This design comes from an exercise in tuning for a short achievable clock period, few clock cycles per item and low power on the open sky130 flow, not from production work.
In this exercise RTL edits were held to simulation tests only and were not proved equivalent to the original.
Power is estimated from default activity; no workload was simulated.

==> flow/design.v <==
package riscv_hart_pkg;
	localparam int XLEN = 32;
	localparam logic [31:0] PER_BASE = 32'h8000_0000;
	typedef enum logic [6:0] {
		OP     = 7'b0110011,
		OP_IMM = 7'b0010011,
		LUI    = 7'b0110111,
		LOAD   = 7'b0000011,
		STORE  = 7'b0100011,
		BRANCH = 7'b1100011,
		JAL    = 7'b1101111
	} opcode_e;
	typedef enum logic [3:0] {
		ALU_ADD,
		ALU_SUB,
		ALU_AND,
		ALU_OR,
		ALU_XOR,
		ALU_SLT,
		ALU_PASSB,
		ALU_EQ
	} alu_op_e;
	typedef enum logic [3:0] {
		EXC_NONE,
		EXC_ILLEGAL,
		EXC_LOAD_MISALIGN,
		EXC_STORE_MISALIGN
	} exc_e;
	typedef enum logic [2:0] {S_FETCH, S_EXEC, S_MEM, S_WB, S_HALT} core_state_e;
endpackage
`timescale 1ns/1ps
import riscv_hart_pkg::*;
module riscv_alu (
	input  logic            sub_i,    
	input  logic [3:0]      fn_i,     
	input  logic [XLEN-1:0] a_i,
	input  logic [XLEN-1:0] b_i,
	output logic [XLEN-1:0] result_o,
	output logic            equal_o
);
	logic [XLEN-1:0] sum;
	logic            less;
	assign sum     = a_i + (sub_i ? ~b_i : b_i) + {{(XLEN-1){1'b0}}, sub_i};
	assign less    = (a_i[XLEN-1] ^ b_i[XLEN-1]) ? a_i[XLEN-1] : sum[XLEN-1];
	assign equal_o = (a_i == b_i);
	always_comb begin
		case (fn_i)
			4'b0001: result_o = {{(XLEN-1){1'b0}}, less};
			4'b0010: result_o = a_i ^ b_i;
			4'b0100: result_o = a_i | b_i;
			4'b1000: result_o = a_i & b_i;
			default: result_o = sum;
		endcase
	end
endmodule
`timescale 1ns/1ps
import riscv_hart_pkg::*;
module riscv_regfile (
	input  logic            clock_bus_i,
	input  logic [4:0]      rs1_addr_i,
	input  logic [4:0]      rs2_addr_i,
	output logic [XLEN-1:0] rs1_data_o,
	output logic [XLEN-1:0] rs2_data_o,
	input  logic            rd_we_i,
	input  logic [4:0]      rd_addr_i,
	input  logic [XLEN-1:0] rd_data_i
);
	logic [XLEN-1:0] regs [1:31];
	always_ff @(posedge clock_bus_i) begin
		if (rd_we_i && rd_addr_i != 5'd0)
			regs[rd_addr_i] <= rd_data_i;
	end
	assign rs1_data_o = (rs1_addr_i == 5'd0) ? '0 : regs[rs1_addr_i];
	assign rs2_data_o = (rs2_addr_i == 5'd0) ? '0 : regs[rs2_addr_i];
endmodule
`timescale 1ns/1ps
import riscv_hart_pkg::*;
module riscv_hart_core #(
	parameter logic [XLEN-1:0] RESET_PC = 32'h0000_0000
) (
	input  logic            clock_bus_i,
	input  logic            reset_i,
	output logic            inst_req_o,
	output logic [XLEN-1:0] inst_addr_o,
	input  logic [XLEN-1:0] inst_data_i,
	input  logic            inst_done_i,
	output logic            data_mreq_o,
	output logic            data_preq_o,
	output logic            data_wren_o,
	output logic [XLEN-1:0] data_addr_o,
	output logic [XLEN-1:0] data_data_o,
	input  logic [XLEN-1:0] mem_data_i,
	input  logic            mem_done_i,
	input  logic [XLEN-1:0] per_data_i,
	output logic [XLEN-1:0] data_ref_addr_o,
	output logic [3:0]      exception_o
);
	logic            f_req;       
	logic            f_busy;      
	logic [XLEN-1:0] f_pc;        
	logic            d_valid;
	logic            d_redir;     
	logic [XLEN-1:0] ir;
	logic [XLEN-1:0] d_pc;
	logic            x_valid;
	logic [XLEN-1:0] x_a, x_b;
	logic [11:0]     x_imm;       
	logic [XLEN-1:0] x_pcx;       
	logic [4:0]      x_rd;
	logic            x_we;        
	logic            x_mem, x_st, x_br, x_pred, x_bne, x_sub;
	logic [3:0]      x_fn;
	logic            m_mreq;      
	logic            m_preq;      
	logic            m_rw;
	logic            m_we;        
	logic [4:0]      m_rd;
	logic [XLEN-1:0] m_addr, m_wdata, m_pc;
	logic [3:0]      exc;
	logic            m_valid;
	assign m_valid = m_mreq | m_preq;
	logic [6:0] opc;
	logic [2:0] f3;
	logic [4:0] rs1, rs2, rd;
	assign opc = ir[6:0];
	assign f3  = ir[14:12];
	assign rs1 = ir[19:15];
	assign rs2 = ir[24:20];
	assign rd  = ir[11:7];
	logic d_op, d_opi, d_lui, d_ld, d_st, d_br, d_jal;
	assign d_op  = (opc == OP);
	assign d_opi = (opc == OP_IMM);
	assign d_lui = (opc == LUI);
	assign d_ld  = (opc == LOAD);
	assign d_st  = (opc == STORE);
	assign d_br  = (opc == BRANCH);
	assign d_jal = (opc == JAL);
	logic d_illegal;
	assign d_illegal = !((d_op && f3 != 3'b001 && f3 != 3'b011 && f3 != 3'b101) ||
	                     (d_opi && (f3 == 3'b000 || f3 == 3'b100 || f3 == 3'b110 || f3 == 3'b111)) ||
	                     d_lui || d_jal ||
	                     ((d_ld || d_st) && f3 == 3'b010) ||
	                     (d_br && f3[2:1] == 2'b00));
	logic d_use1, d_use2, d_we;
	assign d_use1 = d_op | d_opi | d_ld | d_st | d_br;
	assign d_use2 = d_op | d_st | d_br;
	assign d_we   = (d_op | d_opi | d_lui | d_ld | d_jal) && (rd != 5'd0);
	logic [XLEN-1:0] imm_i, imm_u, imm_b, imm_j;
	assign imm_i = {{20{ir[31]}}, ir[31:20]};
	assign imm_u = {ir[31:12], 12'b0};
	assign imm_b = {{19{ir[31]}}, ir[31], ir[7], ir[30:25], ir[11:8], 1'b0};
	assign imm_j = {{11{ir[31]}}, ir[31], ir[19:12], ir[20], ir[30:21], 1'b0};
	logic [XLEN-1:0] d_tgt, d_pc4;
	assign d_tgt = d_pc + (d_jal ? imm_j : imm_b);
	assign d_pc4 = d_pc + 32'd4;
	logic [XLEN-1:0] rf_a, rf_b;
	logic            rf_we;
	logic [4:0]      rf_wa;
	logic [XLEN-1:0] rf_wd;
	riscv_regfile regfile_inst (
		.clock_bus_i (clock_bus_i),
		.rs1_addr_i  (rs1),
		.rs2_addr_i  (rs2),
		.rs1_data_o  (rf_a),
		.rs2_data_o  (rf_b),
		.rd_we_i     (rf_we),
		.rd_addr_i   (rf_wa),
		.rd_data_i   (rf_wd)
	);
	logic haz;
	assign haz = (x_valid && x_we && ((d_use1 && x_rd == rs1) || (d_use2 && x_rd == rs2))) ||
	             (m_we && ((d_use1 && m_rd == rs1) || (d_use2 && m_rd == rs2)));
	logic [XLEN-1:0] alu_res;
	logic            alu_eq;
	riscv_alu alu_inst (
		.sub_i    (x_sub),
		.fn_i     (x_fn),
		.a_i      (x_a),
		.b_i      (x_b),
		.result_o (alu_res),
		.equal_o  (alu_eq)
	);
	logic [XLEN-1:0] x_addr;
	logic            x_mis_al, x_mispred;
	assign x_addr    = x_a + {{20{x_imm[11]}}, x_imm};
	assign x_mis_al  = (x_addr[1:0] != 2'b00);
	assign x_mispred = x_br && ((alu_eq ^ x_bne) != x_pred);
	logic f_free, f_done;
	assign f_done = f_busy && inst_done_i;
	assign f_free = (!f_busy && !f_req) || f_done;
	logic m_free;
	assign m_free = !m_mreq;
	logic x_done, x_redirect, x_handoff, x_exc_pend;
	always_comb begin
		if (x_mem)
			x_done = m_free && !x_mis_al;
		else if (x_br)
			x_done = !x_mispred || f_free;
		else
			x_done = !(x_we && m_we);    
		x_done = x_valid && x_done && (exc == 4'd0);
	end
	assign x_redirect = x_done && x_br && x_mispred;
	assign x_handoff  = x_done && x_mem;
	assign x_exc_pend = x_valid && x_mem && x_mis_al;
	logic x_free, d_issue, d_redir_now;
	assign x_free      = !x_valid || (x_done && !x_br);
	assign d_issue     = d_valid && !d_illegal && !haz && x_free && !x_redirect && (exc == 4'd0);
	assign d_redir_now = d_valid && d_redir && !d_illegal && !x_redirect && (exc == 4'd0);
	logic x_wr;
	assign x_wr  = x_done && x_we && !x_mem;
	assign rf_we = m_we || x_wr;
	assign rf_wa = m_we ? m_rd : x_rd;
	assign rf_wd = m_we ? (m_preq ? per_data_i : mem_data_i) : alu_res;
	logic in_pred, accept, want, f_start, f_busy_n;
	assign in_pred = (inst_data_i[6:0] == JAL) || ((inst_data_i[6:0] == BRANCH) && inst_data_i[31]);
	assign accept  = f_done && (!d_valid || d_issue) && !x_redirect;
	assign f_start = f_req && !f_busy;
	assign f_busy_n = f_start || (f_busy && !inst_done_i);
	logic       exc_now;
	logic [3:0] exc_code;
	always_comb begin
		exc_now  = 1'b0;
		exc_code = EXC_NONE;
		if (!m_valid && !f_busy && !f_req && (exc == 4'd0)) begin
			if (x_exc_pend) begin
				exc_now  = 1'b1;
				exc_code = x_st ? EXC_STORE_MISALIGN : EXC_LOAD_MISALIGN;
			end else if (!x_valid && d_valid && d_illegal) begin
				exc_now  = 1'b1;
				exc_code = EXC_ILLEGAL;
			end
		end
	end
	assign want = (exc == 4'd0) && !x_exc_pend &&
	              !(d_valid && d_illegal && !x_redirect) &&
	              !(accept && in_pred);
	always_ff @(posedge clock_bus_i) begin
		if (reset_i) begin
			f_req   <= 1'b0;
			f_busy  <= 1'b0;
			f_pc    <= RESET_PC;
			d_valid <= 1'b0;
			d_redir <= 1'b0;
			x_valid <= 1'b0;
			m_mreq  <= 1'b0;
			m_preq  <= 1'b0;
			m_we    <= 1'b0;
			exc     <= EXC_NONE;
		end else begin
			f_busy <= f_busy_n;
			f_req  <= f_busy_n || want;
			if (x_redirect)
				f_pc <= x_pcx;
			else if (d_redir_now)
				f_pc <= d_tgt;
			else if (accept)
				f_pc <= f_pc + 32'd4;
			if (x_redirect) begin
				d_valid <= 1'b0;
				d_redir <= 1'b0;
			end else if (accept) begin
				d_valid <= 1'b1;
				d_redir <= in_pred;
			end else begin
				if (d_issue)
					d_valid <= 1'b0;
				if (d_redir_now)
					d_redir <= 1'b0;
			end
			x_valid <= d_issue || (x_valid && !x_done);
			if (x_handoff) begin
				m_mreq <= !x_addr[31];
				m_preq <= x_addr[31];
				m_we   <= x_we;
			end else if (m_preq || (m_mreq && mem_done_i)) begin
				m_mreq <= 1'b0;
				m_preq <= 1'b0;
				m_we   <= 1'b0;
			end
			if (exc_now)
				exc <= exc_code;
		end
	end
	always_ff @(posedge clock_bus_i) begin
		if (accept) begin
			ir   <= inst_data_i;
			d_pc <= f_pc;
		end
		if (x_free) begin
			x_a    <= (d_lui || d_jal) ? '0 : rf_a;
			x_b    <= d_use2 ? rf_b : d_lui ? imm_u : d_jal ? d_pc4 : imm_i;
			x_imm  <= d_st ? {ir[31:25], ir[11:7]} : ir[31:20];
			x_pcx  <= d_br ? (ir[31] ? d_pc4 : d_tgt) : d_pc;
			x_rd   <= rd;
			x_we   <= d_we;
			x_mem  <= d_ld || d_st;
			x_st   <= d_st;
			x_br   <= d_br;
			x_pred <= ir[31];
			x_bne  <= f3[0];
			x_sub  <= d_op && (f3 == 3'b010 || (f3 == 3'b000 && ir[30]));
			x_fn   <= !(d_op || d_opi)              ? 4'b0000 :
			          (f3 == 3'b010) ? 4'b0001 :
			          (f3 == 3'b100) ? 4'b0010 :
			          (f3 == 3'b110) ? 4'b0100 :
			          (f3 == 3'b111) ? 4'b1000 : 4'b0000;
		end
		if (x_handoff) begin
			m_rw    <= x_st;
			m_rd    <= x_rd;
			m_addr  <= x_addr;
			m_wdata <= x_b;
			m_pc    <= x_pcx;
		end
	end
	assign inst_req_o      = f_req;
	assign inst_addr_o     = f_pc;
	assign data_mreq_o     = m_mreq;
	assign data_preq_o     = m_preq;
	assign data_wren_o     = m_rw;
	assign data_addr_o     = m_addr;
	assign data_data_o     = m_wdata;
	assign data_ref_addr_o = m_pc;
	assign exception_o     = exc;
endmodule
`timescale 1ns/1ps
import riscv_hart_pkg::*;
module port_switch (
	input  logic            core_mreq_i,
	input  logic            core_preq_i,
	input  logic            core_wren_i,
	input  logic [XLEN-1:0] core_addr_i,
	input  logic [XLEN-1:0] core_data_i,
	output logic            memory_req_o,
	output logic            memory_wren_o,
	output logic [XLEN-1:0] memory_addr_o,
	output logic [XLEN-1:0] memory_data_o,
	output logic            peripheral_req_o,
	output logic            peripheral_wren_o,
	output logic [XLEN-1:0] peripheral_addr_o,
	output logic [XLEN-1:0] peripheral_data_o
);
	assign memory_req_o      = core_mreq_i;
	assign memory_wren_o     = core_wren_i;
	assign memory_addr_o     = core_addr_i;
	assign memory_data_o     = core_data_i;
	assign peripheral_req_o  = core_preq_i;
	assign peripheral_wren_o = core_wren_i;
	assign peripheral_addr_o = core_addr_i;
	assign peripheral_data_o = core_data_i;
endmodule
`timescale 1ns/1ps
import riscv_hart_pkg::*;
module riscv_hart_top #(
	parameter logic [XLEN-1:0] RESET_PC = 32'h0000_0000
) (
	input  logic            clock_bus_i,
	input  logic            reset_i,
	output logic [3:0]      exception_bus_o,
	output logic [XLEN-1:0] inst_addr_o,
	output logic            mem_req0_o,
	output logic [XLEN-1:0] mem_add0_o,
	input  logic [XLEN-1:0] mem_data0_i,
	input  logic            mem_done0_i,
	output logic            mem_req1_o,
	output logic            mem_rw1_o,
	output logic [XLEN-1:0] mem_add1_o,
	output logic [XLEN-1:0] mem_data1_o,
	input  logic [XLEN-1:0] mem_data1_i,
	input  logic            mem_done1_i,
	output logic            per_req_o,
	output logic            per_rw_o,
	output logic [XLEN-1:0] per_add_o,
	output logic [XLEN-1:0] per_data_o,
	input  logic [XLEN-1:0] per_data_i
);
	logic            hart_mreq;
	logic            hart_preq;
	logic            hart_rw;
	logic [XLEN-1:0] hart_add;
	logic [XLEN-1:0] hart_wdata;
	riscv_hart_core #(
		.RESET_PC (RESET_PC)
	) hart_inst (
		.clock_bus_i     (clock_bus_i),
		.reset_i         (reset_i),
		.inst_req_o      (mem_req0_o),
		.inst_addr_o     (mem_add0_o),
		.inst_data_i     (mem_data0_i),
		.inst_done_i     (mem_done0_i),
		.data_mreq_o     (hart_mreq),
		.data_preq_o     (hart_preq),
		.data_wren_o     (hart_rw),
		.data_addr_o     (hart_add),
		.data_data_o     (hart_wdata),
		.mem_data_i      (mem_data1_i),
		.mem_done_i      (mem_done1_i),
		.per_data_i      (per_data_i),
		.data_ref_addr_o (inst_addr_o),
		.exception_o     (exception_bus_o)
	);
	port_switch peripheral_switch_inst (
		.core_mreq_i       (hart_mreq),
		.core_preq_i       (hart_preq),
		.core_wren_i       (hart_rw),
		.core_addr_i       (hart_add),
		.core_data_i       (hart_wdata),
		.memory_req_o      (mem_req1_o),
		.memory_wren_o     (mem_rw1_o),
		.memory_addr_o     (mem_add1_o),
		.memory_data_o     (mem_data1_o),
		.peripheral_req_o  (per_req_o),
		.peripheral_wren_o (per_rw_o),
		.peripheral_addr_o (per_add_o),
		.peripheral_data_o (per_data_o)
	);
endmodule
==> flow/run.sh <==
#!/bin/bash
# synth_recipe.tcl (not shown) runs the flow's synth.tcl, then flattens the netlist and writes it again
# the make line also repeats each setting of config.mk as NAME=value (left out here)
make -C /OpenROAD-flow-scripts/flow DESIGN_CONFIG=/design/flow/config.mk WORK_HOME=/design/flow/orfs CLKGATE_MAP_FILE= SYNTH_SCRIPT=/design/flow/synth_recipe.tcl finish
==> flow/config.mk <==
export PLATFORM = sky130hd
export DESIGN_NAME = riscv_hart_top
export DESIGN_NICKNAME = riscv_hart_top
export VERILOG_FILES = /design/flow/design.v
export SDC_FILE = /design/flow/constraint.sdc
export NUM_CORES = 4
export LEC_CHECK = 0
export CAP_MARGIN = 20
export CORE_MARGIN = 2
export CORE_UTILIZATION = 40
export SLEW_MARGIN = 20
==> flow/constraint.sdc <==
create_clock -name core_clock -period 9.0 [get_ports {clock_bus_i}]
set_input_delay 1.8000 -clock core_clock [delete_from_list [all_inputs] [get_ports {clock_bus_i}]]
set_output_delay 1.8000 -clock core_clock [all_outputs]
set_load 0.01 [all_outputs]
==> flow_summary_export.csv, run 1 <==
group,metric,value,unit
drt,vias,42500,
global_routing,first_global_vias,41500,
sta,postLayoutSetupSlackWorst,3.54,ns
clocking,cts_sink_count,1328,
final_layout,most_common_library_cell_in_the_layout_ignoring_fill_and_taps,"sky130_fd_sc_hd__edfxtp_1",
yosys,mappedNetlistArea,0.0678,mm²
global_routing,grtUsageMet3,4.24,%
setup_path,critPathSlowestCell,"sky130_fd_sc_hd__nor2_4",
placement,routabilityCongestion,0.960,
clocking,root_buffer,"sky130_fd_sc_hd__clkbuf_16",
placement,numPortBuffers,298,
setup_path,start_kind,"register",
sta,finalSetupTns,0,ns
placement,placed_cells,6607,
clocking,ctsResizeCount,0,
sta,timing.final.hold_violations,0,
sta,setup_violations,0,
final_layout,post_route_cells_drive_above_1_share,22.1,%
sta,fin_worst_skew,0.0292,ns
floorplan,standard_cell_rows,151,
setup_path,worst_ep_arrival_time,6.14,ns
floorplan,core_region_area,0.169,mm²
global_routing,grt_first_pass_wirelength,306,mm
setup_path,critPathMaxFanout,57,
final_layout,finalCoreUtilization,46.3,%
final_layout,post_layout_nonfiller_instances,6872,
drt,vias_per_cell,6.19,
clocking,number_of_buffers_between_clock_root_and_the_deepest_sink,3,
clocking,cts.hold.buffers_added,0,
yosys,netlist.top_cell.by_area,"sky130_fd_sc_hd__edfxtp_1",
final_layout,area.growth.synth_to_final,15.3,%
sta,rsz_0062_raised_after_global_routing,"false",
drt,drt_pass1_iterations,5,
sta,final.hold.worst_slack,0.455,ns
drt,drt-total-wl,214,mm
drt,routedWlPerCell,31.2,µm
drt,drt_drc_violations_left,0,
placement,dp_hpwl,140,mm
setup_path,cp_cell_sequence,"ha_1 -> inv_1 -> fa_1 -> nand2b_1 -> o21ai_0 -> o211ai_1 -> nand2_4 -> o211ai_2 -> a21o_1 -> nor2_4 -> buf_4 -> mux2_2",
pwr,max-vdd-ir-drop,0.000214,V
clocking,htreeDepth,4,
setup_path,worstRegToRegCells,12,
clocking,worst_skew_pair.late_latency,0.81,ns
floorplan,floorplan.io_pins,301,
clocking,cts_tree,"built",
final_layout,fin_nets,4796,
yosys,ys_ff_latch,1328,
clocking,cts-buffers-inserted,145,
clocking,post_cts.repair.setup_buffers,0,
setup_path,worst_path_largest_cell_delay,0.88,ns
global_routing,maximum_number_of_pins_on_one_net_before_global_route_repair,141,
pwr,leakagePower,26.0,nW
global_routing,global_route.peak_usage_layer,"met2",
floorplan,floorplan.initialDensity,40.1,%
yosys,synthesis.instances,4308,
pwr,power_density_normalized_to_cell_area,192,mW/mm²
worst_hold_path,hold_path_class,"reg2reg",
drt,drt.antenna.violating_nets,0,
yosys,synth.top_cell.area_share,56.8,%
yosys,post_synthesis_average_cell_area,15.7,µm²
floorplan,dieArea,0.173,mm²
drt,drt_first_iter_violations,5418,
yosys,yosysWarningCount,3,
sta,fmaxAchievable,183,MHz
sta,timing.max_slew.rel_slack,18.6,%
floorplan,die_y,416,µm
global_routing,number_of_antenna_violations_at_the_first_check_in_global_routing,6,
placement,dp_slack,3.28,ns
yosys,yosys-top-cells-area,"sky130_fd_sc_hd__edfxtp_1 (57%), sky130_fd_sc_hd__mux4_2 (19%), sky130_fd_sc_hd__ha_1 (2.9%), sky130_fd_sc_hd__mux2i_1 (2.3%), sky130_fd_sc_hd__a21oi_1 (2.0%)",
yosys,post_synth_num_cell_types,94,
sta,period_needed,5.46,ns
outcome,outcome,"no timing/DRC/antenna violations",
global_routing,track_usage,24.6,%
setup_path,worstPathRequired,9.69,ns
sta,maxSlewViolCount,0,
yosys,synthFlopType,"sky130_fd_sc_hd__edfxtp_1",
setup_path,path_class,"reg2reg",
setup_path,critical_path.endpoint_type,"register",
flow_run,cap_violations,0,
final_layout,layout_common_cells,"sky130_fd_sc_hd__edfxtp_1 (1281), sky130_fd_sc_hd__mux4_2 (566), sky130_fd_sc_hd__clkdlybuf4s50_1 (297)",
global_routing,global_route.usage.met2,39.5,%
yosys,async_reset_ff_share,0,%
yosys,synth_enable_flop_cells,1281,
sta,worst_pin_slew,1.21,ns
floorplan,dieWidth,416,µm
global_routing,grt_util_met1,33.1,%
sta,final.period_utilization,60.6,%
worst_hold_path,hold-path-cell-count,0,
clocking,cts.reportedPaths.clkPinSlew,0.06,ns
global_routing,grt_overflow,0,
yosys,synth_sequential_area_ratio,58.2,%
-- state kept, by name, indices dropped and copies added, names as in the netlist, 2 cells and up, named ones only --
signal                       flops
hart_inst.regfile_inst.regs    992
hart_inst.d_pc                  32
hart_inst.f_pc                  32
hart_inst.ir                    32
hart_inst.m_addr                32
hart_inst.m_pc                  32
hart_inst.m_wdata               32
hart_inst.x_a                   32
hart_inst.x_b                   32
hart_inst.x_pcx                 32
hart_inst.x_imm                 11
hart_inst.m_rd                   5
hart_inst.x_rd                   5
hart_inst.x_fn                   4
hart_inst.exc                    2
-- cells by family (layout without fill, tap and decap cells) --
| family | Yosys count | count (layout) | synth area share [%] |
|---|---|---|---|
| compound gates | 737 | 737 | 7.08 |
| xor+xnor | 184 | 184 | 2.38 |
| fa+ha+maj | 160 | 160 | 2.99 |
| buf+inv | 432 | 776 | 2.88 |
| flops | 1328 | 1328 | 58.2 |
| mux | 738 | 738 | 21.4 |
| other cells | 1 | 3 | 0.00553 |
| simple gates | 728 | 728 | 5.12 |
-- power by group --
group          switching (W)  internal (W)  leakage, nW
Sequential         0.0000906       0.00715         12.1
Clock                0.00261       0.00344         2.31
Combinational        0.00110      0.000603         11.5
Total                0.00379        0.0112         26.0
-- path summary, 6_finish.rpt --
| path | endpoint | startpoint | slack [ns] |
|---|---|---|---|
| worst min-delay path | hart_inst.m_pc[6]$_DFFE_PP_ | hart_inst.x_pcx[6]$_DFFE_PN_ | 0.46 |
| worst max-delay path | register | hart_inst.x_a[0]$_SDFFCE_PP0N_ | 3.54 |
| worst min register to register | hart_inst.m_pc[6]$_DFFE_PP_ | hart_inst.x_pcx[6]$_DFFE_PN_ | 0.46 |
| worst max register to register | register | hart_inst.x_a[0]$_SDFFCE_PP0N_ | 3.54 |
-- cell usage after synthesis (all sizes together), types with 8 or more instances --
library cell	instances
mux2	15
clkbuf	178
nand2b	28
and3	33
a2111oi	8
xnor2	84
nand2	146
o211ai	30
nand3	62
a311oi	8
nor2b	11
inv	95
ha	157
a221oi	16
nor4	22
a31o	8
mux4	566
o31ai	13
edfxtp	1281
nor3	36
buf	159
xor2	100
a21oi	266
a21o	51
nand4	27
o21ai	109
o221ai	13
a31oi	28
o21bai	14
and4	9
mux2i	157
o22ai	31
a221o	23
o21a	11
dfxtp	47
nor2	305
a211oi	67
-- metrics by stage --
step	instance area, µm²	power, W
global placement	73300	0.00904
detailed placement	73400	0.00905
floorplan	67800	0.00835
CTS	78100	0.0150
finish	78100	0.0150
global route	78100	0.0154
-- layout make-up --
cell class / instances / area, µm²
fillers: 14600 / 90800
flip-flops and latches: 1328 / 39400
multi-input cells: 2549 / 26800
repair buffers: 417 / 3970
clock buffers: 179 / 3810
well taps: 2218 / 2780
clock inverters: 85 / 957
inverters: 95 / 359
diodes: 1 / 2.50
-- worst max-delay path, delay by kind of cell, from the launching register on --
| kind | cells | cell delay [ns] |
|---|---|---|
| mux | 1 | 0.41 |
| compound gates | 4 | 1.11 |
| buf+inv | 2 | 0.78 |
| simple gates | 3 | 1.71 |
| flops | 1 | 0.43 |
| fa+ha+maj | 2 | 0.78 |
-- routing by layer --
metal  vias up  wire length [µm]
li1      17900                 -
met1     22200             85800
met2      2091            102000
met3       329             17300
met4         2              9010
met5         -                13
Testbench counts, summed over its fixed seeds: cycles 33,204, instrs 15,403.
==> run 2: changes to the inputs <==
--- a/flow/design.v
+++ b/flow/design.v
@@ -111,2 +111,3 @@
 	logic            x_mem, x_st, x_br, x_pred, x_bne, x_sub;
+	logic            x_misal;     
 	logic [3:0]      x_fn;
@@ -183,6 +184,5 @@
 	logic [XLEN-1:0] x_addr;
-	logic            x_mis_al, x_mispred;
+	logic            x_mispred;
 	assign x_addr    = x_a + {{20{x_imm[11]}}, x_imm};
-	assign x_mis_al  = (x_addr[1:0] != 2'b00);
-	assign x_mispred = x_br && ((alu_eq ^ x_bne) != x_pred);
+	assign x_mispred = (alu_eq ^ x_bne) != x_pred;
 	logic f_free, f_done;
@@ -192,21 +192,14 @@
 	assign m_free = !m_mreq;
-	logic x_done, x_redirect, x_handoff, x_exc_pend;
-	always_comb begin
-		if (x_mem)
-			x_done = m_free && !x_mis_al;
-		else if (x_br)
-			x_done = !x_mispred || f_free;
-		else
-			x_done = !(x_we && m_we);    
-		x_done = x_valid && x_done && (exc == 4'd0);
-	end
-	assign x_redirect = x_done && x_br && x_mispred;
-	assign x_handoff  = x_done && x_mem;
-	assign x_exc_pend = x_valid && x_mem && x_mis_al;
+	logic x_done_nb, x_done, x_redirect, x_handoff, x_exc_pend;
+	assign x_done_nb  = x_mem ? (m_free && !x_misal) : !(x_we && m_we);    
+	assign x_redirect = x_valid && x_br && x_mispred && f_free;
+	assign x_done     = x_valid && (x_br ? (!x_mispred || f_free) : x_done_nb);
+	assign x_handoff  = x_valid && x_mem && m_free && !x_misal;
+	assign x_exc_pend = x_valid && x_mem && x_misal;
 	logic x_free, d_issue, d_redir_now;
-	assign x_free      = !x_valid || (x_done && !x_br);
-	assign d_issue     = d_valid && !d_illegal && !haz && x_free && !x_redirect && (exc == 4'd0);
-	assign d_redir_now = d_valid && d_redir && !d_illegal && !x_redirect && (exc == 4'd0);
+	assign x_free      = !x_valid || (!x_br && x_done_nb);
+	assign d_issue     = d_valid && !d_illegal && !haz && x_free;
+	assign d_redir_now = d_valid && d_redir && !d_illegal;
 	logic x_wr;
-	assign x_wr  = x_done && x_we && !x_mem;
+	assign x_wr  = x_valid && x_we && !x_mem && !m_we;
 	assign rf_we = m_we || x_wr;
@@ -216,3 +209,3 @@
 	assign in_pred = (inst_data_i[6:0] == JAL) || ((inst_data_i[6:0] == BRANCH) && inst_data_i[31]);
-	assign accept  = f_done && (!d_valid || d_issue) && !x_redirect;
+	assign accept  = f_done && (!d_valid || d_issue);
 	assign f_start = f_req && !f_busy;
@@ -236,3 +229,3 @@
 	              !(d_valid && d_illegal && !x_redirect) &&
-	              !(accept && in_pred);
+	              !(accept && in_pred && !x_redirect);
 	always_ff @(posedge clock_bus_i) begin
@@ -300,2 +293,3 @@
 			x_pred <= ir[31];
+			x_misal <= (rf_a[1:0] + (d_st ? ir[8:7] : ir[21:20])) != 2'b00;
 			x_bne  <= f3[0];
==> run 2 against run 1 <==
  * Still clean
  * Clock skew fell by 0.0018 ns
  * Cell area fell by 0.28%
  * First-iteration DRC count fell by 14%
  * Die area rose by 0.35%
  * Wire length fell by 1.5%
  * Register-to-register slack improved by 0.46 ns
  * Worst setup slack improved by 0.46 ns
  * Combinational power rose by 42%
  * Sequential share of layout area rose by 0.33 points
  * Critical path type unchanged
  * Largest cell class unchanged
  * Largest power group unchanged
  * Highest routed layer is now met4
==> flow_summary_export.csv, run 2 <==
group,metric,value,unit
drt,drt_pass1_iterations,5,
sta,final.period_utilization,55.5,%
setup_path,critical-path-top-delay-family,"compound AO/OA/AOI/OAI gates",
yosys,synth_sequential_area_ratio,58.1,%
placement,numPortBuffers,298,
yosys,synth.top_cell.area_share,56.6,%
setup_path,worst_reg2reg_path_endpoint,"hart_inst.regfile_inst.regs[22][20]$_DFFE_PP_",
yosys,async_reset_ff_share,0,%
floorplan,standard_cell_rows,151,
clocking,htreeDepth,4,
sta,postLayoutSetupSlackWorst,4.00,ns
setup_path,cp_cell_sequence,"buf_4 -> mux2i_1 -> inv_1 -> fa_1 -> a21oi_1 -> o21bai_1 -> a211o_1 -> a221oi_2 -> nor3b_1 -> o41ai_1 -> a21oi_1 -> xor2_1 -> a211oi_1 -> a21oi_4",
setup_path,crit_path_frequent_cell,"sky130_fd_sc_hd__a21oi_1",
yosys,post_synthesis_average_cell_area,15.5,µm²
clocking,root_buffer,"sky130_fd_sc_hd__clkbuf_16",
sta,fin_worst_skew,0.0274,ns
sta,timing.max_slew.rel_slack,21.5,%
sta,rsz_0062_raised_after_global_routing,"false",
floorplan,die_y,416,µm
sta,setup_violations,0,
setup_path,worst-r2r-setup-slack,4.00,ns
worst_hold_path,worst_min_delay_path_endpoint,"hart_inst.m_pc[9]$_DFFE_PP_",
yosys,ys_ff_latch,1334,
setup_path,worst_path_largest_cell_delay,0.65,ns
yosys,most_instantiated_cells_after_synthesis,"sky130_fd_sc_hd__edfxtp_1 (1282), sky130_fd_sc_hd__mux4_2 (553), sky130_fd_sc_hd__nor2_1 (287), sky130_fd_sc_hd__a21oi_1 (268), sky130_fd_sc_hd__clkbuf_1 (187)",
floorplan,dieWidth,416,µm
yosys,yosys-top-cells-area,"sky130_fd_sc_hd__edfxtp_1 (57%), sky130_fd_sc_hd__mux4_2 (18%), sky130_fd_sc_hd__ha_1 (2.9%), sky130_fd_sc_hd__mux2i_1 (2.3%), sky130_fd_sc_hd__a21oi_1 (2.0%)",
clocking,cts-buffers-inserted,140,
setup_path,critPathMaxFanout,32,
placement,dp_slack,3.88,ns
worst_hold_path,hold_path.startpoint,"hart_inst.x_pcx[9]$_DFFE_PN_",
outcome,outcome,"no timing/DRC/antenna violations",
clocking,cts.reportedPaths.clkPinSlew,0.06,ns
yosys,synthesis.instances,4385,
drt,vias_per_cell,6.16,
flow_run,cap_violations,0,
setup_path,setup.worst_path.start,"hart_inst.x_sub$_DFFE_PN_",
final_layout,multi_input_area,0.0269,mm²
yosys,mappedNetlistArea,0.0680,mm²
clocking,cts_tree,"built",
clocking,cts_sink_count,1334,
yosys,yosysWarningCount,3,
setup_path,critPathSlowestCell,"sky130_fd_sc_hd__a211oi_1",
sta,maxSlewViolCount,0,
clocking,worst_skew_pair.late_latency,0.81,ns
drt,drt-total-wl,211,mm
setup_path,crit-reg2reg-launch,"hart_inst.x_sub$_DFFE_PN_",
clocking,cts.hold.buffers_added,0,
drt,vias,42600,
clocking,number_of_buffers_between_clock_root_and_the_deepest_sink,3,
global_routing,track_usage,24.1,%
floorplan,floorplan.io_pins,301,
setup_path,critical_path.endpoint_type,"register",
setup_path,worst_ep_arrival_time,5.44,ns
sta,period_needed,5.00,ns
global_routing,maximum_number_of_pins_on_one_net_before_global_route_repair,127,
global_routing,grt_first_pass_wirelength,302,mm
global_routing,first_global_vias,41700,
setup_path,worstPathRequired,9.44,ns
clocking,ctsResizeCount,0,
sta,timing.final.hold_violations,0,
final_layout,largest-register,"hart_inst.regfile_inst.regs",
floorplan,core_region_area,0.169,mm²
worst_hold_path,hold-path-cell-count,0,
placement,routabilityCongestion,0.963,
pwr,max-vdd-ir-drop,0.000213,V
drt,routedWlPerCell,30.5,µm
setup_path,worstRegToRegCells,14,
final_layout,fin_nets,4854,
floorplan,dieArea,0.173,mm²
floorplan,floorplan.initialDensity,40.2,%
pwr,power,0.0157,W
drt,drt_first_iter_violations,4644,
drt,drt_drc_violations_left,0,
clocking,post_cts.repair.setup_buffers,0,
sta,finalSetupTns,0,ns
final_layout,layout_common_cells,"sky130_fd_sc_hd__edfxtp_1 (1282), sky130_fd_sc_hd__mux4_2 (553), sky130_fd_sc_hd__clkdlybuf4s50_1 (297)",
yosys,post_synth_num_cell_types,89,
final_layout,post_route_cells_drive_above_1_share,20.9,%
final_layout,most_common_library_cell_in_the_layout_ignoring_fill_and_taps,"sky130_fd_sc_hd__edfxtp_1",
yosys,synthFlopType,"sky130_fd_sc_hd__edfxtp_1",
final_layout,area.sequential,0.0396,mm²
sta,worst_pin_slew,1.14,ns
placement,dp_hpwl,135,mm
global_routing,number_of_antenna_violations_at_the_first_check_in_global_routing,2,
setup_path,timing.critical_path.buf_inv,2,
yosys,post-synth-top-count-cell,"sky130_fd_sc_hd__edfxtp_1",
pwr,leakagePower,25.8,nW
final_layout,largest_reg_flops,992,
worst_hold_path,hold_path_class,"reg2reg",
yosys,netlist.top_cell.by_area,"sky130_fd_sc_hd__edfxtp_1",
final_layout,fillCellCount,14500,
setup_path,start_kind,"register",
final_layout,area.growth.synth_to_final,14.6,%
final_layout,post_layout_nonfiller_instances,6922,
pwr,power_density_normalized_to_cell_area,202,mW/mm²
global_routing,grt_overflow,0,
yosys,synth_enable_flop_cells,1282,
sta,fmaxAchievable,200,MHz
placement,placed_cells,6668,
drt,drt.antenna.violating_nets,0,
setup_path,path_class,"reg2reg",
-- run 2: cell type report --
cell class / count / area share (%)
Clock inverter: 76 / 0.904
Clock buffer: 176 / 4.78
Sequential cell: 1334 / 50.8
Inverter: 97 / 0.471
Multi-Input combinational cell: 2608 / 34.5
Tap cell: 2218 / 3.56
Antenna cell: 1 / 0.00321
Timing Repair Buffer: 412 / 5.01
-- run 2: logic make-up (layout without fill, tap and decap cells) --
| family | Yosys count | count (layout) | synth area share [%] |
|---|---|---|---|
| other cells | 1 | 3 | 0.00552 |
| simple gates | 746 | 746 | 5.12 |
| compound gates | 784 | 784 | 7.39 |
| flops | 1334 | 1334 | 58.1 |
| xor+xnor | 190 | 190 | 2.45 |
| fa+ha+maj | 161 | 161 | 3.00 |
| mux | 725 | 725 | 20.9 |
| buf+inv | 444 | 761 | 3.01 |
-- run 2: through the flow --
step           util, %  instance area, µm²  hold slack [ns]
2_1_floorplan        -               68000            0.421
6_report          46.1               77900            0.455
3_3_place_gp      43.4               73400            0.432
4_1_cts           46.0               77800            0.454
3_5_place_dp      43.4               73400            0.438
5_1_grt           46.1               77900            0.456
-- run 2: worst max-delay path by stage --
stage,slack (ns),end,cells past startpoint
floorplan,1.96,hart_inst.d_pc[0]$_DFFE_PN_,7
global placement,3.82,hart_inst.regfile_inst.regs[29][20]$_DFFE_PP_,14
detailed placement,3.88,hart_inst.regfile_inst.regs[16][0]$_DFFE_PP_,13
CTS,3.86,hart_inst.regfile_inst.regs[28][0]$_DFFE_PP_,13
global route,3.76,hart_inst.regfile_inst.regs[16][20]$_DFFE_PP_,14
finish,4.00,hart_inst.regfile_inst.regs[22][20]$_DFFE_PP_,14
-- run 2: power breakdown --
part           total (W)  switching (W)  internal, W
clock            0.00570        0.00251      0.00319
sequential       0.00760       0.000155      0.00745
combinational    0.00241        0.00154     0.000869
-- run 2: layer usage --
metal,global-route usage (%),wire [µm]
met5,0,0
met2,39.0,101000
met1,33.3,85400
met4,9.07,8020
met3,3.39,16200
Testbench counts of run 2, summed over its fixed seeds: cycles 33,204, instrs 15,403.
==> run 3: changes to the inputs <==
--- a/flow/config.mk
+++ b/flow/config.mk
@@ -7,2 +7,3 @@
 export LEC_CHECK = 0
+export ABC_CLOCK_PERIOD_IN_PS = 3000
 export CAP_MARGIN = 20
@@ -10,2 +11,3 @@
 export CORE_UTILIZATION = 40
+export SETUP_SLACK_MARGIN = 5
 export SLEW_MARGIN = 20
==> run 3 against run 2 <==
  * Utilization grew 1.4 points
  * Flip-flop and latch count stayed put
  * Maximum frequency grew 24%
  * Clock-buffer cell count up 7
  * Sequential power is essentially flat
  * Still clean on timing, DRC and antenna
  * Critical endpoint is now hart_inst.regfile_inst.regs[29][0]$_DFFE_PP_
  * Highest routed layer is now met5
==> flow_summary_export.csv, run 3 <==
group,metric,value,unit
yosys,synth.top_cell.area_share,56.6,%
flow_run,cap_violations,0,
sta,maxSlewViolCount,0,
floorplan,standard_cell_rows,151,
sta,setup_violations,0,
drt,drt_drc_violations_left,0,
clocking,root_buffer,"sky130_fd_sc_hd__clkbuf_16",
setup_path,worstRegToRegCells,15,
setup_path,worst_path_largest_cell_delay,0.44,ns
setup_path,critical_path.endpoint_type,"register",
placement,numPortBuffers,298,
yosys,synth_sequential_area_ratio,58.1,%
sta,timing.max_slew.rel_slack,7.92,%
floorplan,die_y,416,µm
yosys,combinational_family_with_the_most_area_after_synthesis,"multiplexers",
final_layout,largest-register,"hart_inst.regfile_inst.regs",
floorplan,dieArea,0.173,mm²
final_layout,area.sequential,0.0396,mm²
setup_path,start_kind,"register",
floorplan,floorplan.initialDensity,40.2,%
clocking,cts-buffers-inserted,146,
setup_path,critPathMaxFanout,14,
clocking,number_of_buffers_between_clock_root_and_the_deepest_sink,3,
sta,final.hold.worst_slack,0.457,ns
clocking,cts_sink_count,1334,
placement,routabilityCongestion,0.932,
pwr,max-vdd-ir-drop,0.000238,V
drt,drt-total-wl,221,mm
final_layout,area.growth.synth_to_final,18.0,%
yosys,post-synth-top-count-cell,"sky130_fd_sc_hd__edfxtp_1",
setup_path,crit_path_frequent_cell,"sky130_fd_sc_hd__buf_12",
yosys,synth-adder-area-share,3.00,%
final_layout,multi_input_area,0.0275,mm²
global_routing,track_usage,25.2,%
pwr,power.internal,0.0120,W
clocking,cts.hold.buffers_added,0,
yosys,post_synth_num_cell_types,89,
yosys,basic_gate_share_of_the_synthesized_area_counting_and_or_nand_and_nor_cells,5.12,%
setup_path,worst_reg2reg_path_endpoint,"hart_inst.regfile_inst.regs[29][0]$_DFFE_PP_",
final_layout,fillCellCount,14300,
floorplan,floorplan.io_pins,301,
setup_path,worstPathRequired,9.55,ns
pwr,seqPwrFrac,46.4,%
drt,vias,43900,
yosys,synth_area_in_compound_gates,7.39,%
yosys,post_synthesis_average_cell_area,15.5,µm²
yosys,async_reset_ff_share,0,%
global_routing,maximum_number_of_pins_on_one_net_before_global_route_repair,137,
setup_path,worst_ep_arrival_time,4.57,ns
final_layout,layout_common_cells,"sky130_fd_sc_hd__edfxtp_1 (1282), sky130_fd_sc_hd__mux4_2 (553), sky130_fd_sc_hd__clkdlybuf4s50_1 (297)",
yosys,synth_enable_flop_cells,1282,
placement,dp_hpwl,134,mm
pwr,p_sw_share,26.9,%
sta,finalSetupTns,0,ns
yosys,ys_ff_latch,1334,
worst_hold_path,hold_path_class,"reg2reg",
yosys,post_synth_xor_area_fraction,2.45,%
final_layout,post_route_cells_drive_above_1_share,24.6,%
global_routing,grt_first_pass_wirelength,311,mm
sta,timing.final.hold_violations,0,
drt,vias_per_cell,6.22,
pwr,netSwitchingPower,0.00441,W
global_routing,number_of_antenna_violations_at_the_first_check_in_global_routing,8,
floorplan,dieWidth,416,µm
final_layout,largest_reg_flops,992,
yosys,yosysWarningCount,3,
sta,fin_worst_skew,0.0253,ns
yosys,synth_mux_area_share,20.9,%
pwr,comb_power_share,16.6,%
sta,fmaxAchievable,249,MHz
clocking,htreeDepth,4,
final_layout,most_common_library_cell_in_the_layout_ignoring_fill_and_taps,"sky130_fd_sc_hd__edfxtp_1",
setup_path,critPathSlowestCell,"sky130_fd_sc_hd__edfxtp_1",
yosys,yosys-top-cells-area,"sky130_fd_sc_hd__edfxtp_1 (57%), sky130_fd_sc_hd__mux4_2 (18%), sky130_fd_sc_hd__ha_1 (2.9%), sky130_fd_sc_hd__mux2i_1 (2.3%), sky130_fd_sc_hd__a21oi_1 (2.0%)",
sta,rsz_0062_raised_after_global_routing,"true",
final_layout,fin_nets,4973,
yosys,synthesis.instances,4385,
pwr,leakagePower,26.8,nW
setup_path,crit-reg2reg-launch,"hart_inst.x_sub$_DFFE_PN_",
global_routing,first_global_vias,42600,
drt,drt.antenna.violating_nets,0,
pwr,share_clk_of_total_power,37.0,%
yosys,netlist.top_cell.by_area,"sky130_fd_sc_hd__edfxtp_1",
clocking,cts.reportedPaths.clkPinSlew,0.06,ns
sta,period_needed,4.02,ns
setup_path,worst-r2r-setup-slack,4.98,ns
setup_path,path_class,"reg2reg",
floorplan,core_region_area,0.169,mm²
setup_path,setup.worst_path.start,"hart_inst.x_sub$_DFFE_PN_",
yosys,mappedNetlistArea,0.0680,mm²
yosys,most_instantiated_cells_after_synthesis,"sky130_fd_sc_hd__edfxtp_1 (1282), sky130_fd_sc_hd__mux4_2 (553), sky130_fd_sc_hd__nor2_1 (287), sky130_fd_sc_hd__a21oi_1 (268), sky130_fd_sc_hd__clkbuf_1 (187)",
drt,drt_first_iter_violations,5500,
outcome,outcome,"no timing/DRC/antenna violations",
yosys,synthFlopType,"sky130_fd_sc_hd__edfxtp_1",
drt,routedWlPerCell,31.4,µm
global_routing,grt_overflow,0,
setup_path,cp_cell_sequence,"buf_12 -> xor2_1 -> ha_1 -> a21o_1 -> o21a_1 -> a211o_1 -> a22oi_2 -> o211ai_1 -> a311oi_2 -> xnor2_1 -> nor2_2 -> a21oi_4 -> o31ai_4 -> buf_12 -> clkbuf_16",
clocking,worst_skew_pair.late_latency,0.82,ns
pwr,power_density_normalized_to_cell_area,204,mW/mm²
sta,final.period_utilization,44.7,%
sta,worst_pin_slew,1.34,ns
drt,drt_pass1_iterations,6,
setup_path,worst_setup_path_endpoint,"hart_inst.regfile_inst.regs[29][0]$_DFFE_PP_",
clocking,cts_tree,"built",
run 3: routing by layer:
metal	global-route usage, %	part of all wire (%)	vias up
li1	-	-	18400
met1	33.1	38	22800
met2	40.5	48	2294
met3	5.49	9.8	414
met4	10.3	4.2	10
met5	0	0.031	-
run 3: critical path, delay by kind of cell, from the launching register on:
kind,cells,cell delay (ns)
adders and majority gates,1,0.38
DFF,1,0.44
xor gates and xnor gates,2,0.38
AOI/OAI and AO/OA,8,1.92
buffers and inverters,3,0.54
and+or+nand+nor,1,0.09
run 3: power groups by stage:
stage	Clock (W)	Sequential, W	Combinational, W
6_report	0.00607	0.00760	0.00272
5_1_grt	0.00639	0.00760	0.00292
4_1_cts	0.00616	0.00760	0.00255
3_5_place_dp	0	0.00774	0.00240
3_3_place_gp	0	0.00774	0.00236
2_1_floorplan	0	0.00764	0.00155
run 3: stage by stage:
| stage | setup slack [ns] | instances | utilization, % | power (W) | cell area, µm² |
|---|---|---|---|---|---|
| CTS | 4.95 | 7004 | 46.9 | 0.0163 | 79400 |
| detailed placement | 4.04 | 6661 | 43.4 | 0.0101 | 73500 |
| global route | 4.86 | 7052 | 47.4 | 0.0169 | 80200 |
| finish | 4.98 | 7053 | 47.4 | 0.0164 | 80200 |
| global placement | 4.01 | 6659 | 43.4 | 0.0101 | 73400 |
| floorplan | 4.98 | 4386 | - | 0.00919 | 68100 |
run 3: how the worst min path moves through the flow:
stage                             startpoint                           end  slack [ns]  depth (start not counted)
4_1_cts        hart_inst.x_pcx[22]$_DFFE_PN_  hart_inst.m_pc[22]$_DFFE_PP_        0.46                          0
3_5_place_dp   hart_inst.x_pcx[24]$_DFFE_PN_  hart_inst.m_pc[24]$_DFFE_PP_        0.44                          0
5_1_grt        hart_inst.x_pcx[19]$_DFFE_PN_  hart_inst.m_pc[19]$_DFFE_PP_        0.48                          0
2_1_floorplan  hart_inst.x_pcx[28]$_DFFE_PN_  hart_inst.m_pc[28]$_DFFE_PP_        0.42                          0
6_report       hart_inst.x_pcx[20]$_DFFE_PN_  hart_inst.m_pc[20]$_DFFE_PP_        0.46                          0
3_3_place_gp   hart_inst.x_pcx[22]$_DFFE_PN_  hart_inst.m_pc[22]$_DFFE_PP_        0.44                          0
run 3: timing repair:
action,4_1_cts,5_1_grt
pin swaps,37,39
endpoints found under the setup margin,954,495
setup buffers,63,42
gates cloned,11,5
resized for setup,57,77
run 3: layout make-up:
cell class,count,share of cell area [%]
sequential,1334,49.3
multi-input combinational,2619,34.3
timing repair buffer,514,6.41
clock buffer,183,4.92
tap,2218,3.46
clock inverter,86,1.12
inverter,97,0.460
antenna,2,0.00624
run 3: kinds of logic (layout without fill, tap and decap cells):
family	count (synthesis)	in the layout
flip-flops	1334	1334
AO/OA/AOI/OAI	784	793
AND/OR/NAND/NOR	746	748
multiplexers	725	725
buffers and inverters	444	880
XOR/XNOR	190	190
adder cells (fa/ha/maj)	161	161
other	1	4
==> run 4: changes to the inputs <==
--- a/flow/config.mk
+++ b/flow/config.mk
@@ -11,2 +11,3 @@
 export CORE_UTILIZATION = 40
+export CTS_BUF_LIST = sky130_fd_sc_hd__clkbuf_4
 export SETUP_SLACK_MARGIN = 5
==> run 4 against run 3 <==
  * Synthesized cell count unchanged
  * Die area is the same
  * Still clean on timing, DRC and antenna
  * Cell count increased by 4.8%
  * Combinational power barely moved
  * Hold slack got worse by 0.019 ns
  * Clock power is 13% lower
  * Clock skew rose by 0.10 ns
  * First-iteration DRC count down 2.2%
  * Sequential power hardly changed
  * Global-route usage grew 0.29 points
  * Highest routed layer unchanged
  * Total power fell by 4.7%
  * Utilization shrank 0.39 points
==> flow_summary_export.csv, run 4 <==
group,metric,value,unit
sta,maxSlewViolCount,0,
final_layout,postLayoutCellArea,0.0796,mm²
sta,finalSetupTns,0,ns
yosys,ys_ff_latch,1334,
drt,vias_per_cell,6.12,
pwr,power_density_normalized_to_cell_area,196,mW/mm²
sta,fin_worst_skew,0.125,ns
clocking,cts.hold.buffers_added,0,
clocking,number_of_buffers_between_clock_root_and_the_deepest_sink,4,
outcome,outcome,"no timing/DRC/antenna violations",
global_routing,track_usage,25.5,%
final_layout,layout_common_cells,"sky130_fd_sc_hd__edfxtp_1 (1282), sky130_fd_sc_hd__mux4_2 (553), sky130_fd_sc_hd__clkbuf_4 (504)",
yosys,synth_enable_flop_cells,1282,
pwr,leakagePower,27.4,nW
sta,worst_pin_slew,1.20,ns
final_layout,largest-register,"hart_inst.regfile_inst.regs",
placement,detailed_place.area,0.0735,mm²
placement,routabilityCongestion,0.932,
yosys,synthesis.instances,4385,
final_layout,most_common_library_cell_in_the_layout_ignoring_fill_and_taps,"sky130_fd_sc_hd__edfxtp_1",
floorplan,standard_cell_rows,151,
yosys,yosysWarningCount,3,
floorplan,floorplan.io_pins,301,
final_layout,finalCoreUtilization,47.1,%
drt,drt_drc_violations_left,0,
sta,fmaxAchievable,249,MHz
drt,drt.antenna.violating_nets,0,
pwr,seqPwrFrac,48.7,%
drt,routedWlPerCell,30.3,µm
drt,drt-total-wl,224,mm
yosys,synth_mux_area_share,20.9,%
yosys,synth.top_cell.area_share,56.6,%
yosys,netlist.top_cell.by_area,"sky130_fd_sc_hd__edfxtp_1",
pwr,max-vdd-ir-drop,0.000127,V
yosys,mappedNetlistArea,0.0680,mm²
yosys,synth_sequential_area_ratio,58.1,%
yosys,post_synth_xor_area_fraction,2.45,%
sta,setup_violations,0,
floorplan,dieArea,0.173,mm²
drt,drt_pass1_iterations,6,
sta,timing.final.hold_violations,0,
yosys,async_reset_ff_share,0,%
global_routing,grt_first_pass_wirelength,316,mm
floorplan,core_region_area,0.169,mm²
yosys,most_instantiated_cells_after_synthesis,"sky130_fd_sc_hd__edfxtp_1 (1282), sky130_fd_sc_hd__mux4_2 (553), sky130_fd_sc_hd__nor2_1 (287), sky130_fd_sc_hd__a21oi_1 (268), sky130_fd_sc_hd__clkbuf_1 (187)",
pwr,power.internal,0.0113,W
drt,drt_first_iter_violations,5380,
global_routing,first_global_vias,44400,
placement,dp_hpwl,134,mm
final_layout,area.growth.synth_to_final,17.0,%
sta,final.period_utilization,44.6,%
yosys,basic_gate_share_of_the_synthesized_area_counting_and_or_nand_and_nor_cells,5.12,%
yosys,synth_area_in_compound_gates,7.39,%
global_routing,grt_overflow,0,
yosys,post_synthesis_average_cell_area,15.5,µm²
floorplan,die_y,416,µm
setup_path,worstPathRequired,9.93,ns
clocking,root_buffer,"sky130_fd_sc_hd__clkbuf_4",
final_layout,fin_nets,5188,
yosys,synthFlopType,"sky130_fd_sc_hd__edfxtp_1",
clocking,cts_sink_count,1334,
sta,rsz_0062_raised_after_global_routing,"true",
pwr,share_clk_of_total_power,34.0,%
worst_hold_path,hold_path_class,"reg2reg",
yosys,post_synth_num_cell_types,89,
flow_run,cap_violations,0,
placement,numPortBuffers,298,
setup_path,start_kind,"register",
floorplan,dieWidth,416,µm
yosys,yosys-top-cells-area,"sky130_fd_sc_hd__edfxtp_1 (57%), sky130_fd_sc_hd__mux4_2 (18%), sky130_fd_sc_hd__ha_1 (2.9%), sky130_fd_sc_hd__mux2i_1 (2.3%), sky130_fd_sc_hd__a21oi_1 (2.0%)",
setup_path,critPathMaxFanout,98,
pwr,comb_power_share,17.3,%
final_layout,fillCellCount,14700,
final_layout,largest_reg_flops,992,
yosys,post-synth-top-count-cell,"sky130_fd_sc_hd__edfxtp_1",
sta,period_needed,4.01,ns
clocking,cts.reportedPaths.clkPinSlew,0.07,ns
final_layout,post_route_cells_drive_above_1_share,30.1,%
sta,timing.max_slew.rel_slack,18.0,%
setup_path,worst_ep_arrival_time,4.94,ns
yosys,combinational_family_with_the_most_area_after_synthesis,"multiplexers",
yosys,synth-adder-area-share,3.00,%
clocking,htreeDepth,5,
setup_path,critical_path.endpoint_type,"register",
clocking,cts-buffers-inserted,360,
floorplan,floorplan.initialDensity,40.2,%
setup_path,path_class,"reg2reg",
clocking,worst_skew_pair.late_latency,1.39,ns
drt,vias,45200,
global_routing,number_of_antenna_violations_at_the_first_check_in_global_routing,7,
pwr,p_sw_share,28.0,%
pwr,netSwitchingPower,0.00437,W
clocking,cts_tree,"built",
global_routing,maximum_number_of_pins_on_one_net_before_global_route_repair,137,
-- run 4: layer usage --
metal / up-vias / wire [µm] / track usage [%]
met5: - / 19 / 0
met4: 4 / 10000 / 11.2
met3: 479 / 22600 / 6.24
met2: 2532 / 106000 / 40.6
met1: 23200 / 85200 / 33.1
li1: 19000 / - / -
-- run 4: final timing paths --
kind | cells after the start | slack, ns | end | start
max | 7 | 4.99 | hart_inst.x_b[20]$_DFFE_PN_ | register
min | 0 | 0.44 | hart_inst.d_pc[12]$_DFFE_PN_ | hart_inst.f_pc[12]$_SDFFE_PP0P_
max reg2reg | 7 | 4.99 | hart_inst.x_b[20]$_DFFE_PN_ | register
min reg2reg | 0 | 0.44 | hart_inst.d_pc[12]$_DFFE_PN_ | hart_inst.f_pc[12]$_SDFFE_PP0P_
-- run 4: critical path, stage by stage (launching register included) --
cell and delay [ns]:
sky130_fd_sc_hd__dfxtp_4 0.80, sky130_fd_sc_hd__buf_12 0.43, sky130_fd_sc_hd__mux4_2 0.41, sky130_fd_sc_hd__mux4_2 0.48, sky130_fd_sc_hd__mux2i_1 0.56, sky130_fd_sc_hd__nor2_1 0.10
sky130_fd_sc_hd__a21oi_1 0.31, sky130_fd_sc_hd__o21ai_0 0.32
-- run 4: layout make-up --
type,count,area [µm²],area share (%)
inverter,97,369,0.464
clock inverter,101,588,0.739
tap,2218,2780,3.49
sequential,1334,39600,49.8
clock buffer,504,3780,4.76
timing repair buffer,518,4910,6.17
multi-input combinational,2616,27500,34.6
antenna,6,15.0,0.0189
-- run 4: power groups by stage --
stage / combinational (W) / sequential (W) / clock, W
floorplan: 0.00155 / 0.00764 / 0
global placement: 0.00236 / 0.00774 / 0
detailed placement: 0.00240 / 0.00774 / 0
CTS: 0.00254 / 0.00760 / 0.00542
global route: 0.00290 / 0.00760 / 0.00575
finish: 0.00271 / 0.00760 / 0.00531
-- run 4: cells by family (layout without fill, tap and decap cells) --
family / after synthesis / in the layout
simple gates: 746 / 747
buf+inv: 444 / 1220
xor+xnor: 190 / 190
compound gates: 784 / 791
other cells: 1 / 8
mux: 725 / 725
flops: 1334 / 1334
fa+ha+maj: 161 / 161
-- run 4: metrics by stage --
stage	setup slack, ns	hold slack [ns]	power (W)	cells
after floorplan	4.98	0.421	0.00919	4386
after global placement	4.01	0.442	0.0101	6659
after detailed placement	4.04	0.441	0.0101	6661
after CTS	4.86	0.444	0.0156	7341
after global routing	4.89	0.462	0.0162	7393
final	4.99	0.438	0.0156	7394
-- run 4: repair_timing --
item                                    in CTS  in global routing
endpoints found under the hold margin        0                  0
pin swaps                                   33                 39
setup buffers                               65                 43
resized for setup                          339                 87
cloned                                      10                  3
endpoints found under the setup margin    1106                467
==> run 5: changes to the inputs <==
--- a/flow/config.mk
+++ b/flow/config.mk
@@ -10,4 +10,6 @@
 export CORE_MARGIN = 2
-export CORE_UTILIZATION = 40
+export CORE_UTILIZATION = 60
 export CTS_BUF_LIST = sky130_fd_sc_hd__clkbuf_4
+export CTS_CLUSTER_DIAMETER = 40
+export CTS_CLUSTER_SIZE = 10
 export SETUP_SLACK_MARGIN = 5
==> run 5 against run 4 <==
  * The layout now fails its checks (capacitance limit, slew limit)
  * Area after synthesis is the same
  * Combinational power grew 5%
  * First-iteration DRC count grew 9.8%
  * Clock skew shrank 0.052 ns
  * Worst setup slack lost 0.13 ns
  * Register-to-register slack lost 0.13 ns
==> flow_summary_export.csv, run 5 <==
group,metric,value,unit
outcome,outcome,"finished with violations",
outcome,check-failures,"capacitance limit, slew limit",
clocking,cts_sink_count,1334,
setup_path,critPathMaxFanout,16,
yosys,synthesis.instances,4385,
setup_path,crit-reg2reg-launch,"hart_inst.x_sub$_DFFE_PN_",
setup_path,critical_path.endpoint_type,"register",
sta,fin_worst_skew,0.0723,ns
setup_path,worst_ep_arrival_time,5.05,ns
drt,vias_per_cell,7.04,
drt,drt_drc_violations_left,0,
global_routing,grt_first_pass_wirelength,302,mm
yosys,post_synthesis_average_cell_area,15.5,µm²
sta,final.period_utilization,46.0,%
sta,maxSlewViolCount,3,
yosys,ys_ff_latch,1334,
setup_path,worstPathRequired,9.90,ns
pwr,power_density_normalized_to_cell_area,186,mW/mm²
global_routing,global_route.peak_usage_layer,"met2",
global_routing,grt_util_met1,50.5,%
pwr,max-vdd-ir-drop,0.000171,V
pwr,power.internal,0.0102,W
global_routing,track_usage,36.7,%
drt,vias,44600,
placement,numPortBuffers,298,
pwr,seqPwrFrac,53.2,%
sta,worst_pin_slew,1.94,ns
clocking,root_buffer,"sky130_fd_sc_hd__clkbuf_4",
yosys,mappedNetlistArea,0.0680,mm²
worst_hold_path,hold_path.startpoint,"hart_inst.x_pcx[9]$_DFFE_PN_",
pwr,p_sw_share,28.7,%
setup_path,worst_reg2reg_path_endpoint,"hart_inst.regfile_inst.regs[13][20]$_DFFE_PP_",
floorplan,dieArea,0.116,mm²
yosys,yosysWarningCount,3,
clocking,cts.hold.buffers_added,0,
clocking,htreeDepth,4,
yosys,post-synth-top-count-cell,"sky130_fd_sc_hd__edfxtp_1",
floorplan,standard_cell_rows,123,
yosys,netlist.top_cell.by_area,"sky130_fd_sc_hd__edfxtp_1",
pwr,comb_power_share,19.9,%
final_layout,largest_reg_flops,992,
drt,drt.antenna.violating_nets,0,
global_routing,global_route.usage.met2,56.0,%
setup_path,worst-r2r-setup-slack,4.86,ns
setup_path,start_kind,"register",
final_layout,area.sequential,0.0397,mm²
floorplan,dieWidth,341,µm
yosys,synth_sequential_area_ratio,58.1,%
final_layout,post_route_cells_drive_above_1_share,26.1,%
drt,drt-total-wl,215,mm
clocking,cts-buffers-inserted,180,
yosys,synth_enable_flop_cells,1282,
pwr,netSwitchingPower,0.00409,W
sta,rsz_0062_raised_after_global_routing,"true",
yosys,synth.top_cell.area_share,56.6,%
global_routing,grt_overflow,0,
worst_hold_path,hold_path_class,"reg2reg",
setup_path,critPathSlowestCell,"sky130_fd_sc_hd__edfxtp_1",
final_layout,layout_common_cells,"sky130_fd_sc_hd__edfxtp_1 (1282), sky130_fd_sc_hd__mux4_2 (553), sky130_fd_sc_hd__nor2_1 (258)",
setup_path,worstRegToRegCells,16,
sta,period_needed,4.14,ns
flow_run,cap_violations,1,
setup_path,worst_path_largest_cell_delay,0.46,ns
placement,dp_hpwl,126,mm
yosys,yosys-top-cells-area,"sky130_fd_sc_hd__edfxtp_1 (57%), sky130_fd_sc_hd__mux4_2 (18%), sky130_fd_sc_hd__ha_1 (2.9%), sky130_fd_sc_hd__mux2i_1 (2.3%), sky130_fd_sc_hd__a21oi_1 (2.0%)",
sta,finalSetupTns,0,ns
global_routing,grtUsageMet3,9.68,%
final_layout,largest-register,"hart_inst.regfile_inst.regs",
final_layout,fin_nets,4986,
yosys,synthFlopType,"sky130_fd_sc_hd__edfxtp_1",
final_layout,area.growth.synth_to_final,13.1,%
clocking,number_of_buffers_between_clock_root_and_the_deepest_sink,3,
pwr,share_clk_of_total_power,26.9,%
global_routing,first_global_vias,42500,
sta,timing.max_slew.rel_slack,-29.2,%
worst_hold_path,hold-path-cell-count,0,
sta,setup_violations,0,
floorplan,core_region_area,0.112,mm²
floorplan,floorplan.initialDensity,60.4,%
global_routing,maximum_number_of_pins_on_one_net_before_global_route_repair,112,
setup_path,cp_cell_sequence,"buf_12 -> buf_12 -> xor2_4 -> fa_2 -> a21oi_2 -> o21bai_2 -> a211o_1 -> a221oi_4 -> nor3b_2 -> o41ai_2 -> a21oi_1 -> xor2_1 -> a211oi_4 -> buf_12 -> a21oi_4 -> buf_12",
floorplan,die_y,341,µm
final_layout,postLayoutCellArea,0.0769,mm²
final_layout,most_common_library_cell_in_the_layout_ignoring_fill_and_taps,"sky130_fd_sc_hd__edfxtp_1",
sta,fmaxAchievable,241,MHz
placement,detailed_place.area,0.0726,mm²
final_layout,fillCellCount,7821,
final_layout,multi_input_area,0.0275,mm²
floorplan,floorplan.io_pins,301,
global_routing,number_of_antenna_violations_at_the_first_check_in_global_routing,12,
pwr,leakagePower,26.0,nW
drt,drt_first_iter_violations,5907,
drt,drt_pass1_iterations,6,
setup_path,path_class,"reg2reg",
yosys,most_instantiated_cells_after_synthesis,"sky130_fd_sc_hd__edfxtp_1 (1282), sky130_fd_sc_hd__mux4_2 (553), sky130_fd_sc_hd__nor2_1 (287), sky130_fd_sc_hd__a21oi_1 (268), sky130_fd_sc_hd__clkbuf_1 (187)",
yosys,post_synth_num_cell_types,89,
placement,routabilityCongestion,0.967,
clocking,cts.reportedPaths.clkPinSlew,0.10,ns
yosys,async_reset_ff_share,0,%
drt,routedWlPerCell,33.9,µm
sta,timing.final.hold_violations,0,
setup_path,crit_path_frequent_cell,"sky130_fd_sc_hd__buf_12",
clocking,worst_skew_pair.late_latency,1.20,ns
worst_hold_path,worst_min_delay_path_endpoint,"hart_inst.m_pc[9]$_DFFE_PP_",
clocking,cts_tree,"built",
==> run 5: worst max-delay path by stage <==
stage	startpoint	endpoint	slack, ns	cells past startpoint
2_1_floorplan	hart_inst.x_we$_DFFE_PN_	hart_inst.f_pc[27]$_SDFFE_PP0P_	4.98	10
6_report	hart_inst.x_sub$_DFFE_PN_	hart_inst.regfile_inst.regs[13][20]$_DFFE_PP_	4.86	16
5_1_grt	hart_inst.x_sub$_DFFE_PN_	hart_inst.regfile_inst.regs[13][20]$_DFFE_PP_	4.77	16
3_3_place_gp	mem_done0_i	hart_inst.f_pc[27]$_SDFFE_PP0P_	4.12	11
4_1_cts	hart_inst.x_sub$_DFFE_PN_	hart_inst.regfile_inst.regs[26][27]$_DFFE_PP_	4.95	12
3_5_place_dp	mem_done0_i	hart_inst.f_pc[27]$_SDFFE_PP0P_	4.05	11
==> run 5: per-stage QoR <==
stage               hold WS, ns  std cells  util (%)  setup slack, ns  power (W)
finish                    0.433       6338      68.4             4.86     0.0143
global route              0.449       6337      68.4             4.77     0.0148
CTS                       0.458       6275      67.4             4.95     0.0141
detailed placement        0.433       5943      64.5             4.05     0.0101
global placement          0.435       5942      64.5             4.12     0.0101
floorplan                 0.421       4386         -             4.98    0.00919
==> run 5: worst max-delay path: cells and delay by family (launching register included) <==
kind	cells	cell delay [ns]
compound gates	8	1.86
buf+inv	4	0.70
flops	1	0.46
fa+ha+maj	1	0.38
xor+xnor	2	0.36
simple gates	1	0.10
==> run 5: area by class of cell <==
type | instances | area share, %
sequential | 1334 | 51.6
multi-input combinational | 2616 | 35.8
timing repair buffer | 496 | 6.47
tap | 1500 | 2.44
clock buffer | 209 | 2.04
clock inverter | 80 | 1.18
inverter | 97 | 0.477
antenna | 6 | 0.0195
==> run 5: repair_timing <==
action	CTS	global route
setup endpoints to repair	626	462
buffers inserted	33	48
gates cloned	10	7
pin swaps	26	43
resized for setup	168	81
==> run 5: power by group through the flow <==
stage	Sequential [W]	Clock (W)	Combinational, W
final	0.00760	0.00384	0.00284
after CTS	0.00760	0.00390	0.00256
after floorplan	0.00764	0	0.00155
after detailed placement	0.00775	0	0.00240
after global placement	0.00775	0	0.00236
after global routing	0.00761	0.00414	0.00301
==> run 5: logic make-up (layout without fill, tap and decap cells) <==
logic type / Yosys count / after routing / share of synthesized area, %
xor+xnor: 190 / 190 / 2.45
buf+inv: 444 / 882 / 3.01
mux: 725 / 725 / 20.9
compound gates: 784 / 791 / 7.39
fa+ha+maj: 161 / 161 / 3.00
other cells: 1 / 8 / 0.00552
flops: 1334 / 1334 / 58.1
simple gates: 746 / 747 / 5.12
==> run 5: routing by layer <==
layer  share of wire [%]  vias to the layer above  wire (µm)
met1                  36                    22700      77500
met3                  13                      518      28300
met2                  46                     3029      97800
li1                    -                    18400          -
met5                0.12                        -        264
met4                 5.0                       10      10800

==> what the ideal ports hide <==
No port has a modelled driver above. Below, the same layouts with a new extraction and two added sets of constraints. Step 1 sets driving cells, clkbuf_16 on the clock port and buf_2 on the other inputs (assumed; they add their load-dependent delay and slew). Step 2 times the ports against the registers' clock, not the clock port: input delays grow and output delays shrink by t, the midpoint of the rising clock arrivals with the driver on. a / b / c = ideal ports / drivers / drivers and shift; a / b = the first two.
| run | t (ns) | slack for setup (ns) | cell pins on the clock port's net |
|---|---|---|---|
| run 1 | 0.881 | 3.544 / 3.544 / 3.162 | 1 |
| run 2 | 0.875 | 4.001 / 4.001 / 4.001 | 1 |
| run 3 | 0.887 | 4.981 / 4.981 / 4.426 | 1 |
| run 4 | 1.392 | 4.989 / 4.989 / 4.458 | 1 |
| run 5 | 1.244 | 4.856 / 4.856 / 4.239 | 1 |
For run 5, which loses most, drivers alone change the setup slack by 0.000 ns; drivers and shift together by -0.617 ns.
